From an optimization exercise on the open Yosys and OpenROAD flow, aimed at small area and a short achievable clock period; shortcuts taken in it are not production practice.
Only simulation tests tie the RTL to the original design; equivalence was not proved.
Power figures rest on the tool's default switching activity, not on a simulated workload.

==> flow/design.v <==
package nmcu_pkg;
  localparam int DATA_WIDTH = 8;
  localparam int ACC_WIDTH  = 32;
  typedef enum logic [1:0] {
    IDLE  = 2'd0,
    ACCUM = 2'd1,
    FLUSH = 2'd2,
    DRAIN = 2'd3
  } pe_mac_state_e;
endpackage
module pe_mac_lane
#(
  parameter int DATA_WIDTH = nmcu_pkg::DATA_WIDTH,
  parameter int ACC_WIDTH  = nmcu_pkg::ACC_WIDTH
) (
  input  logic                  clk,
  input  logic                  rst_n,
  input  logic                  load_en,   
  input  logic                  acc_en,    
  input  logic                  acc_clr,   
  input  logic                  out_en,    
  input  logic [DATA_WIDTH-1:0] a,
  input  logic [DATA_WIDTH-1:0] b,
  output logic [ACC_WIDTH-1:0]  acc,
  output logic [DATA_WIDTH-1:0] result,
  output logic                  sat
);
  localparam int PW = 2 * DATA_WIDTH;
  localparam logic signed [ACC_WIDTH-1:0] MAX_V = ACC_WIDTH'((2 ** (DATA_WIDTH - 1)) - 1);
  localparam logic signed [ACC_WIDTH-1:0] MIN_V = ACC_WIDTH'(-(2 ** (DATA_WIDTH - 1)));
  logic signed [PW-1:0]        a_ext;
  logic signed [PW-1:0]        b_ext;
  logic signed [PW-1:0]        prod_q;
  logic signed [ACC_WIDTH-1:0] prod_ext;
  logic signed [ACC_WIDTH-1:0] acc_q;
  logic signed [ACC_WIDTH-1:0] acc_base;
  logic signed [ACC_WIDTH-1:0] acc_next;
  logic [DATA_WIDTH-1:0]       res_d;
  logic                        sat_d;
  assign a_ext    = PW'($signed(a));
  assign b_ext    = PW'($signed(b));
  assign prod_ext = ACC_WIDTH'(prod_q);
  assign acc_base = acc_clr ? '0 : acc_q;
  assign acc_next = acc_base + prod_ext;   
  always_comb begin
    res_d = acc_next[DATA_WIDTH-1:0];
    sat_d = 1'b0;
    if (acc_next > MAX_V) begin
      res_d = MAX_V[DATA_WIDTH-1:0];
      sat_d = 1'b1;
    end else if (acc_next < MIN_V) begin
      res_d = MIN_V[DATA_WIDTH-1:0];
      sat_d = 1'b1;
    end
  end
  always_ff @(posedge clk or negedge rst_n) begin
    if (!rst_n) begin
      prod_q <= '0;
      acc_q  <= '0;
      acc    <= '0;
      result <= '0;
      sat    <= 1'b0;
    end else begin
      if (load_en) prod_q <= a_ext * b_ext;
      if (acc_en)  acc_q  <= acc_next;
      if (out_en) begin
        acc    <= acc_next;
        result <= res_d;
        sat    <= sat_d;
      end
    end
  end
endmodule
module pe_mac_array
#(
  parameter int DATA_WIDTH = nmcu_pkg::DATA_WIDTH,
  parameter int ACC_WIDTH  = nmcu_pkg::ACC_WIDTH,
  parameter int NUM_LANES  = 8
) (
  input  logic                            clk,
  input  logic                            rst_n,
  input  logic                            in_valid_i,
  output logic                            in_ready_o,
  input  logic [NUM_LANES*DATA_WIDTH-1:0] a_i,
  input  logic [NUM_LANES*DATA_WIDTH-1:0] b_i,
  input  logic                            first_i,
  input  logic                            last_i,
  output logic                            out_valid_o,
  input  logic                            out_ready_i,
  output logic [NUM_LANES*DATA_WIDTH-1:0] result_o,
  output logic [NUM_LANES*ACC_WIDTH-1:0]  acc_o,
  output logic [NUM_LANES-1:0]            sat_o,
  output logic                            busy_o,
  output nmcu_pkg::pe_mac_state_e        state_o
);
  nmcu_pkg::pe_mac_state_e state_q;
  logic          accept;
  logic          s2_valid_q;
  logic          s2_first_q;
  logic          s2_last_q;
  assign in_ready_o  = rst_n && ((state_q == nmcu_pkg::IDLE) || (state_q == nmcu_pkg::ACCUM));
  assign accept      = in_valid_i && in_ready_o;
  assign out_valid_o = (state_q == nmcu_pkg::DRAIN);
  assign busy_o      = (state_q != nmcu_pkg::IDLE);
  assign state_o     = state_q;
  always_ff @(posedge clk or negedge rst_n) begin
    if (!rst_n) begin
      state_q    <= nmcu_pkg::IDLE;
      s2_valid_q <= 1'b0;
      s2_first_q <= 1'b0;
      s2_last_q  <= 1'b0;
    end else begin
      s2_valid_q <= accept;
      s2_first_q <= accept && (first_i || (state_q == nmcu_pkg::IDLE));
      s2_last_q  <= accept && last_i;
      case (state_q)
        nmcu_pkg::IDLE, nmcu_pkg::ACCUM: if (accept) state_q <= last_i ? nmcu_pkg::FLUSH : nmcu_pkg::ACCUM;
        nmcu_pkg::FLUSH:       state_q <= nmcu_pkg::DRAIN;
        nmcu_pkg::DRAIN:       if (out_ready_i) state_q <= nmcu_pkg::IDLE;
        default:     state_q <= nmcu_pkg::IDLE;
      endcase
    end
  end
  for (genvar n = 0; n < NUM_LANES; n++) begin : g_lane
    pe_mac_lane #(
      .DATA_WIDTH(DATA_WIDTH),
      .ACC_WIDTH (ACC_WIDTH)
    ) u_lane (
      .clk    (clk),
      .rst_n  (rst_n),
      .load_en(accept),
      .acc_en (s2_valid_q),
      .acc_clr(s2_first_q),
      .out_en (s2_valid_q && s2_last_q),
      .a      (a_i[n*DATA_WIDTH +: DATA_WIDTH]),
      .b      (b_i[n*DATA_WIDTH +: DATA_WIDTH]),
      .acc    (acc_o[n*ACC_WIDTH +: ACC_WIDTH]),
      .result (result_o[n*DATA_WIDTH +: DATA_WIDTH]),
      .sat    (sat_o[n])
    );
  end
endmodule
==> flow/run.sh <==
#!/bin/bash
# synth_recipe.tcl (not shown) runs the flow's synth.tcl, then flattens the netlist and writes it again
# the make line also repeats each setting of config.mk as NAME=value (left out here)
make -C /OpenROAD-flow-scripts/flow DESIGN_CONFIG=/design/flow/config.mk WORK_HOME=/design/flow/orfs CLKGATE_MAP_FILE= SYNTH_SCRIPT=/design/flow/synth_recipe.tcl finish
==> flow/config.mk <==
export PLATFORM = sky130hd
export DESIGN_NAME = pe_mac_array
export DESIGN_NICKNAME = pe_mac_array
export VERILOG_FILES = /design/flow/design.v
export SDC_FILE = /design/flow/constraint.sdc
export NUM_CORES = 4
export LEC_CHECK = 0
export CAP_MARGIN = 20
export CORE_MARGIN = 2
export CORE_UTILIZATION = 40
export SLEW_MARGIN = 20
==> flow/constraint.sdc <==
create_clock -name core_clock -period 6.0 [get_ports {clk}]
set_input_delay 1.2000 -clock core_clock [delete_from_list [all_inputs] [get_ports {clk}]]
set_output_delay 1.2000 -clock core_clock [all_outputs]
set_load 0.01 [all_outputs]
==> flow_metrics.py, run 1 <==
metrics = {
    "sta": {
        "setup_viol": 0,
        "period_needed_ns": 5.561,
        "slew_viol_final": 0,
        "rsz0062_at_grt": "no",
        "fin_setup_tns_ns": 0,
        "hold_viol": 0,
        "slew_headroom": 0.3481,
        "fin_crit_sh": 0.9268,
        "max_slew.worst_pin.slew_ns": 0.9778,
        "max_freq_mhz": 179.8,
        "fin_worst_skew_ns": 0.04530,
    },
    "floorplan": {
        "die_w_um": 406.2,
        "die_area_sq_um": 165000,
        "std_cell_rows": 147,
        "die_y_um": 406.2,
        "io_pins": 467,
        "start_util": 0.4030,
        "coreArea_sq_um": 160600,
    },
    "global_route": {
        "grt_pass1_wl_mm": 306.3,
        "grt.total_usage": 0.2324,
        "grt.overflow.total": 0,
        "grt_max_degree": 144,
        "grt_pass1_vias": 54750,
        "antenna_found_initial": 4,
    },
    "logic_synthesis": {
        "synth_area_sq_um": 64710,
        "yosysTopAreaCell": "dfrtp_1",
        "synth.most_common_cell": "nand2_1",
        "ys.flop_type": "dfrtp_1",
        "yosysSeqAreaShare": 0.2773,
        "syn_avg_cell_area_sq_um": 8.738,
        "ys_async_sr_fraction": 1.000,
        "ys_types": 112,
        "synth_cells": 7406,
        "synth-warning-count": 2,
        "synth_edf_count": 0,
        "synth_seq_cells": 717,
        "syn-num-nets": 8468,
        "synth_top_area_frac": 0.2773,
        "synth.area.top_cells": "dfrtp_1, fa_1, ha_1",
        "synth_commonest_cells": "nand2_1, inv_1, dfrtp_1",
    },
    "clock_network": {
        "cts_sinks": 717,
        "cts_setup_buffers": 0,
        "cts_tree": "built",
        "path_clk_slew_ns": 0.06,
        "cts-root-buf": "clkbuf_16",
        "post_cts_resized": 0,
        "clkLatencyLatePin_ns": 0.72,
        "htree_num_levels": 3,
        "ctsHoldBuffers": 0,
        "clockBufferDepth": 3,
        "cts_buffers": 89,
    },
    "routing": {
        "first_pass_iters": 5,
        "drc": 0,
        "wl_mm": 191.3,
        "wire_per_inst_um": 18.77,
        "ant_nets": 0,
        "vias_per_cell": 5.311,
        "vias": 54120,
        "drt_iter0_drc": 3422,
    },
    "final_layout": {
        "instances_no_fill": 10190,
        "syn_to_final_growth_pct": 17.90,
        "layout.nets": 9023,
        "drive_gt1_frac": 0.08618,
        "antenna_cells": 0,
    },
    "worst_setup_path": {
        "startpoint_type": "input pin",
        "path_buf_inv": 6,
        "max_stage_delay_ns": 0.67,
        "worstPathRequired_ns": 6.54,
        "crit_path_end_kind": "flip-flop",
        "worst_ep_arrival_time_ns": 6.10,
        "crit_fanout": 8,
        "cp_cell_sequence": "clkdlybuf4s50_1, nand2_1, fa_1, fa_1, inv_1, fa_1, inv_1, fa_1, inv_1, ha_1, inv_1, o21ai_0, a21oi_1, nand2b_1, a21boi_0, o31a_1, nor2_1, xor2_1, buf_4, o21ai_0",
        "crit_family": "adder cells",
        "cp_slowest_cell": "clkdlybuf4s50_1",
        "critPathKind": "in -> reg",
    },
    "outcome": {
        "outcome": "finished clean",
    },
    "power_and_ir_drop": {
        "vdd_drop_max_v": 0.0002913,
        "p_per_area_nw_per_um2": 596.8,
        "cellLeakagePower_nw": 36.04,
        "p_total_mw": 45.53,
    },
    "run": {
        "maxCapViolCount": 0,
    },
    "placement": {
        "port-buffer-count": 466,
        "finalWeightedCongestion": 0.9002,
        "hpwl_mm": 149.7,
        "dp_cells": 10030,
    },
    "worst_hold_path": {
        "hold_path.class": "in -> async",
    },
}
per-stage QoR:
stage	hold WS (ns)	util	setup WS [ns]	cell area, sq um
finish	0.4245	0.4751	0.4394	76290
CTS	0.3927	0.4751	0.5542	76290
detailed placement	0.4586	0.4562	-0.1943	73250
global route	0.4165	0.4751	0.2120	76290
global placement	0.4536	0.4562	-0.1640	73250
floorplan	0.4407	-	0.7109	64710
power by group:
group | total, mW | internal [mW] | switching [mW]
clock network | 5.60 | 3.25 | 2.35
logic | 31.3 | 12.9 | 18.4
registers | 8.62 | 7.02 | 1.59
routing by layer:
layer  GRT usage  vias to the layer above  part of all wire
li1            -                    26080                 -
met1      0.3281                    26720              0.48
met2      0.3815                     1116              0.46
met3     0.02613                      202             0.042
met4     0.05270                        0             0.019
met5           0                        -                 0
state kept, by name, summed over array words and instances (netlist names):
register              cells
s2_valid_q                1
state_q                   2
s2_first_q                1
g_lane.u_lane.acc_q     256
g_lane.u_lane.result     64
g_lane.u_lane.sat         8
g_lane.u_lane.prod_q    128
s2_last_q                 1
g_lane.u_lane.acc       256
cell usage in the layout (no fill, tap or decap), drive strengths merged, types with 15 or more instances in the layout:
cell type,count
and4,17
a31oi,49
nor3,95
o31ai,43
a21oi,337
xnor2,181
ha,480
inv,774
nand4,79
o22ai,16
and3,75
a211o,24
nand3,116
or4,17
a21o,112
clkinv,22
buf,281
o21ai,420
and2,376
a2111oi,21
xor2,102
nor2b,273
nand2,1192
o211ai,77
fa,448
a221o,18
nor3b,15
a211oi,51
o21a,47
clkbuf,116
nor4,34
nand2b,75
mux2,179
a21boi,35
o21bai,25
clkdlybuf4s50,465
or3,34
nor2,335
dfrtp,717
kinds of logic after synthesis:
group,share of synthesized area
AO/OA/AOI/OAI,0.1472
flip-flops,0.2773
XOR/XNOR,0.03842
adder cells (fa/ha/maj),0.2314
AND/OR/NAND/NOR,0.2102
multiplexers,0.03316
buffers and inverters,0.06234
area by class of cell:
| cell class | count | area [sq um] |
|---|---|---|
| Fill cell | 15440 | 84270 |
| Timing Repair Buffer | 746 | 6947 |
| Sequential cell | 717 | 17950 |
| Clock inverter | 44 | 563.0 |
| Clock buffer | 116 | 2480 |
| Inverter | 769 | 2890 |
| Multi-Input combinational cell | 5638 | 42760 |
| Tap cell | 2160 | 2703 |
worst paths after layout:
check,slack [ns],depth (start not counted),endpoint,start
worst min-delay path,0.42,1,g_lane[2].u_lane.prod_q[15]$_DFFE_PN0P_,rst_n
max in group asynchronous,3.61,3,g_lane[6].u_lane.prod_q[10]$_DFFE_PN0P_,rst_n
worst max register to register,0.80,13,g_lane[4].u_lane.sat$_DFFE_PN0P_,s2_first_q$_DFF_PN0_
min in group core_clock,0.47,2,g_lane[4].u_lane.acc[3]$_DFFE_PN0P_,g_lane[4].u_lane.acc[3]$_DFFE_PN0P_
worst max-delay path,0.44,20,g_lane[3].u_lane.prod_q[13]$_DFFE_PN0P_,b_i[27]
worst min register to register,0.47,2,g_lane[4].u_lane.acc[3]$_DFFE_PN0P_,g_lane[4].u_lane.acc[3]$_DFFE_PN0P_
==> run 2: changes to the inputs <==
==> flow/design.v (replaced) <==
package nmcu_pkg;
  localparam int DATA_WIDTH = 8;
  localparam int ACC_WIDTH  = 32;
  typedef enum logic [1:0] {
    IDLE  = 2'd0,
    ACCUM = 2'd1,
    FLUSH = 2'd2,
    DRAIN = 2'd3
  } pe_mac_state_e;
endpackage
module pe_mac_lane
#(
  parameter int DATA_WIDTH = nmcu_pkg::DATA_WIDTH,
  parameter int ACC_WIDTH  = nmcu_pkg::ACC_WIDTH
) (
  input  logic                  clk,
  input  logic                  acc_en,    
  input  logic                  acc_clr,   
  input  logic [DATA_WIDTH-1:0] a,
  input  logic [DATA_WIDTH-1:0] b,
  output logic [ACC_WIDTH-1:0]  acc,
  output logic [DATA_WIDTH-1:0] result,
  output logic                  sat
);
  localparam int PW = 2 * DATA_WIDTH;
  logic signed [PW-1:0]        prod_q;
  logic signed [ACC_WIDTH-1:0] acc_q;
  logic signed [ACC_WIDTH-1:0] acc_base;
  logic signed [ACC_WIDTH-1:0] prod_ext;
  logic                        in_range;
  always_ff @(posedge clk) prod_q <= $signed(a) * $signed(b);
  assign acc_base = acc_clr ? '0 : acc_q;
  assign prod_ext = acc_en ? ACC_WIDTH'(prod_q) : '0;
  always_ff @(posedge clk) acc_q <= acc_base + prod_ext;   
  assign in_range = (acc_q[ACC_WIDTH-1:DATA_WIDTH-1] == '0) ||
                    (acc_q[ACC_WIDTH-1:DATA_WIDTH-1] == '1);
  assign acc    = acc_q;
  assign sat    = !in_range;
  assign result = in_range ? acc_q[DATA_WIDTH-1:0]
                           : {acc_q[ACC_WIDTH-1], {(DATA_WIDTH-1){!acc_q[ACC_WIDTH-1]}}};
endmodule
module pe_mac_array
#(
  parameter int DATA_WIDTH = nmcu_pkg::DATA_WIDTH,
  parameter int ACC_WIDTH  = nmcu_pkg::ACC_WIDTH,
  parameter int NUM_LANES  = 8
) (
  input  logic                            clk,
  input  logic                            rst_n,
  input  logic                            in_valid_i,
  output logic                            in_ready_o,
  input  logic [NUM_LANES*DATA_WIDTH-1:0] a_i,
  input  logic [NUM_LANES*DATA_WIDTH-1:0] b_i,
  input  logic                            first_i,
  input  logic                            last_i,
  output logic                            out_valid_o,
  input  logic                            out_ready_i,
  output logic [NUM_LANES*DATA_WIDTH-1:0] result_o,
  output logic [NUM_LANES*ACC_WIDTH-1:0]  acc_o,
  output logic [NUM_LANES-1:0]            sat_o,
  output logic                            busy_o,
  output nmcu_pkg::pe_mac_state_e        state_o
);
  nmcu_pkg::pe_mac_state_e state_q;
  logic          accept;
  logic          s2_valid_q;
  logic          s2_first_q;
  assign in_ready_o  = rst_n && ((state_q == nmcu_pkg::IDLE) || (state_q == nmcu_pkg::ACCUM));
  assign accept      = in_valid_i && in_ready_o;
  assign out_valid_o = (state_q == nmcu_pkg::DRAIN);
  assign busy_o      = (state_q != nmcu_pkg::IDLE);
  assign state_o     = state_q;
  always_ff @(posedge clk or negedge rst_n) begin
    if (!rst_n) begin
      state_q    <= nmcu_pkg::IDLE;
      s2_valid_q <= 1'b0;
      s2_first_q <= 1'b0;
    end else begin
      s2_valid_q <= accept;
      s2_first_q <= accept && (first_i || (state_q == nmcu_pkg::IDLE));
      case (state_q)
        nmcu_pkg::IDLE, nmcu_pkg::ACCUM: if (accept) state_q <= last_i ? nmcu_pkg::FLUSH : nmcu_pkg::ACCUM;
        nmcu_pkg::FLUSH:       state_q <= nmcu_pkg::DRAIN;
        nmcu_pkg::DRAIN:       if (out_ready_i) state_q <= nmcu_pkg::IDLE;
        default:     state_q <= nmcu_pkg::IDLE;
      endcase
    end
  end
  for (genvar n = 0; n < NUM_LANES; n++) begin : g_lane
    pe_mac_lane #(
      .DATA_WIDTH(DATA_WIDTH),
      .ACC_WIDTH (ACC_WIDTH)
    ) u_lane (
      .clk    (clk),
      .acc_en (s2_valid_q),
      .acc_clr(s2_first_q),
      .a      (a_i[n*DATA_WIDTH +: DATA_WIDTH]),
      .b      (b_i[n*DATA_WIDTH +: DATA_WIDTH]),
      .acc    (acc_o[n*ACC_WIDTH +: ACC_WIDTH]),
      .result (result_o[n*DATA_WIDTH +: DATA_WIDTH]),
      .sat    (sat_o[n])
    );
  end
endmodule
==> run 2 against run 1 <==
Compared with the run above: sequential share of layout area fell by 8.6 points; largest power group unchanged; synthesized cell count fell by 31%; still clean; critical endpoint is now g_lane[3].u_lane.prod_q[14]$_DFF_P_; worst setup slack improved by 0.23 ns; die area fell by 32%; core utilization rose by 0.55 points; design area fell by 32%; global-route usage fell by 3.5 points.
==> flow_metrics.py, run 2 <==
metrics = {
    "final_layout": {
        "layout_common_cells": "inv_1, ha_1, and2_1",
        "largest_reg_flops": 256,
        "final_common_cell": "inv_1",
        "antenna_cells": 0,
        "reg_top3": "g_lane.u_lane.acc_q: 256 flops, g_lane.u_lane.prod_q: 128 flops, state_q: 2 flops",
        "drive_gt1_frac": 0.03304,
        "layout.nets": 6648,
        "fin_util": 0.4807,
        "syn_to_final_growth_pct": 19.21,
        "top_register": "g_lane.u_lane.acc_q",
        "nFillCells": 10640,
    },
    "worst_setup_path": {
        "r2r_setup_slack_ns": 1.55,
        "crit_fanout": 8,
        "crit_path_end_kind": "flip-flop",
        "r2r_cells": 12,
        "critPathKind": "in -> reg",
        "startpoint_type": "input pin",
        "reg2reg_from": "s2_valid_q$_DFF_PN0_",
        "worst_ep_arrival_time_ns": 5.89,
        "rr_endpoint": "g_lane[2].u_lane.acc_q[31]$_DFF_P_",
        "worstPathRequired_ns": 6.57,
    },
    "sta": {
        "fin_crit_sh": 0.8876,
        "max_slew.worst_pin.slew_ns": 1.022,
        "setup_viol": 0,
        "fin_worst_skew_ns": 0.03424,
        "fin_setup_tns_ns": 0,
        "rsz0062_at_grt": "no",
        "max_freq_mhz": 187.8,
        "slew_viol_final": 0,
        "slew_headroom": 0.3184,
        "period_needed_ns": 5.326,
        "hold_viol": 0,
    },
    "logic_synthesis": {
        "synth_cells": 5077,
        "ys_async_sr_fraction": 0.01031,
        "syn-num-nets": 6139,
        "synth-warning-count": 2,
        "yosysSeqAreaShare": 0.1777,
        "synth_top_area_frac": 0.2046,
        "synth.area.top_cells": "fa_1, dfxtp_1, ha_1",
        "ys.flop_type": "dfxtp_1",
        "ys_types": 83,
        "synth_seq_cells": 388,
        "synth_edf_count": 0,
        "synth_commonest_cells": "inv_1, ha_1, and2_1",
        "synth_area_sq_um": 43830,
        "synth.most_common_cell": "inv_1",
        "syn_avg_cell_area_sq_um": 8.633,
        "yosysTopAreaCell": "fa_1",
    },
    "worst_hold_path": {
        "whs_path_depth": 2,
        "whs_endpoint": "g_lane[6].u_lane.acc_q[0]$_DFF_P_",
        "min-delay-start": "g_lane[6].u_lane.prod_q[0]$_DFF_P_",
        "hold_path.class": "reg -> reg",
    },
    "placement": {
        "finalWeightedCongestion": 0.8752,
        "hpwl_mm": 91.91,
        "port-buffer-count": 466,
    },
    "clock_network": {
        "path_clk_slew_ns": 0.06,
        "cts-root-buf": "clkbuf_16",
        "htree_num_levels": 2,
        "clkLatencyLatePin_ns": 0.66,
        "cts_setup_buffers": 0,
        "cts_tree": "built",
        "ctsHoldBuffers": 0,
        "clockBufferDepth": 3,
        "cts_sinks": 388,
        "post_cts_resized": 0,
        "cts_buffers": 52,
    },
    "routing": {
        "wire_per_inst_um": 15.71,
        "first_pass_iters": 5,
        "wl_met2_mm": 50.67,
        "vias_per_cell": 4.948,
        "wl_mm": 110.7,
        "met3WireLength_mm": 4.980,
        "ant_nets": 0,
        "drc": 0,
        "top_layer": "met5",
        "wl_met1_mm": 51.99,
        "vias": 34860,
        "drt_iter0_drc": 1412,
    },
    "floorplan": {
        "start_util": 0.4032,
        "std_cell_rows": 121,
        "coreArea_sq_um": 108700,
        "io_pins": 467,
        "die_area_sq_um": 112200,
        "die_w_um": 335.0,
        "die_y_um": 335.0,
    },
    "global_route": {
        "grt_pass1_vias": 35100,
        "grt.total_usage": 0.1976,
        "grt.overflow.total": 0,
        "grt_max_degree": 98,
        "antenna_found_initial": 2,
        "grt_pass1_wl_mm": 181.2,
    },
    "outcome": {
        "outcome": "finished clean",
    },
    "power_and_ir_drop": {
        "p_per_area_nw_per_um2": 446.9,
        "p_total_mw": 23.35,
        "vdd_drop_max_v": 0.0002620,
        "cellLeakagePower_nw": 25.46,
    },
    "run": {
        "maxCapViolCount": 0,
    },
}
[run 2: cell count changes after synthesis, moves of 58 or more]
cell      delta
mux2_2     -172
dfrtp_1    -713
nand3_1     -58
o21ai_0    -321
clkbuf_1   -155
nand2_1    -925
and2_1      +96
xnor2_1     +61
dfxtp_1    +384
a21oi_1     -95
[run 2: worst max path at each step]
stage	slack, ns	from	end
2_1_floorplan	0.93	a_i[21]	g_lane[2].u_lane.prod_q[14]$_DFF_P_
3_5_place_dp	0.08	b_i[27]	g_lane[3].u_lane.prod_q[14]$_DFF_P_
6_report	0.67	b_i[28]	g_lane[3].u_lane.prod_q[14]$_DFF_P_
5_1_grt	0.43	b_i[28]	g_lane[3].u_lane.prod_q[14]$_DFF_P_
3_3_place_gp	0.19	b_i[9]	g_lane[1].u_lane.prod_q[14]$_DFF_P_
4_1_cts	0.75	b_i[27]	g_lane[3].u_lane.prod_q[14]$_DFF_P_
[run 2: final cells by class]
type	instances	area, sq um	area share
Multi-Input combinational cell	3792	32650	0.6248
Sequential cell	388	7795	0.1492
Timing Repair Buffer	539	5213	0.09976
Inverter	813	3052	0.05841
Tap cell	1414	1769	0.03386
Clock buffer	71	1484	0.02840
Clock inverter	27	290.3	0.005556
[run 2: power by group]
part / total, mW / leakage [nW] / switching, mW / internal [mW]
combinational: 14.9 / 21.3 / 7.67 / 7.23
sequential: 5.21 / 3.28 / 1.22 / 3.98
clock: 3.24 / 0.871 / 1.32 / 1.92
[run 2: routing by layer]
metal | track usage | vias up
met2 | 0.3266 | 610
met5 | 0 | -
met3 | 0.02706 | 129
met4 | 0.05791 | 2
met1 | 0.2685 | 16490
li1 | - | 17620
[run 2: worst max-delay path, cell delays in order]
cell             delay (ns)
clkdlybuf4s50_1        0.57
and2_1                 0.23
fa_1                   0.48
inv_1                  0.06
fa_1                   0.53
inv_1                  0.05
fa_1                   0.47
inv_1                  0.05
fa_1                   0.47
inv_1                  0.04
ha_1                   0.31
o21ai_1                0.14
a21boi_1               0.13
o21ai_1                0.19
a21boi_1               0.12
o21ai_1                0.17
a21boi_1               0.12
or4b_1                 0.48
nand3_1                0.09
[run 2: per-stage QoR]
stage,instance area (sq um),std cells,setup slack (ns),hold WS (ns)
after floorplan,43830,5077,0.9317,0.5175
after global routing,52250,7044,0.4335,0.5783
after global placement,50470,6946,0.1946,0.5358
after CTS,52250,7044,0.7500,0.5491
final,52250,7044,0.6742,0.5434
after detailed placement,50470,6946,0.07593,0.5358
[run 2: cell families after synthesis]
| family | share of synthesized area |
|---|---|
| AND/OR/NAND/NOR | 0.2094 |
| XOR/XNOR | 0.06155 |
| AO/OA/AOI/OAI | 0.1170 |
| multiplexers | 0.01527 |
| adder cells (fa/ha/maj) | 0.3416 |
| buffers and inverters | 0.07750 |
| flip-flops | 0.1777 |

## separate check: timing with driven ports
In the flow no input, the clock included, has a driving cell. The finished layouts below were timed again as built, in two steps. Step 1 sets driving cells, clkbuf_16 on the clock port and buf_2 on the other inputs (assumed; they add their load-dependent delay and slew). Step 2 adds t to the input delays and takes it off the output delays; t is the mean of the earliest and latest rising clock arrival at the registers after step 1. Input paths then give back, and output paths get back, about the clock's delay inside the block. Slacks: ideal / step 1 / step 2; pairs: ideal / step 1.
| run | shift t [ns] | slack for setup (ns) | worst setup path after step 2 | cell pins on the clock port's net |
|---|---|---|---|---|
| run 1 | 0.773 | 0.439 / 0.493 / -0.280 | input to register | 1 |
| run 2 | 0.702 | 0.674 / 0.717 / 0.015 | input to register | 1 |
Met with ideal ports but missed after step 2: setup timing in run 1. For run 1, which loses most, drivers alone change the setup slack by +0.054 ns; drivers and shift together by -0.719 ns.
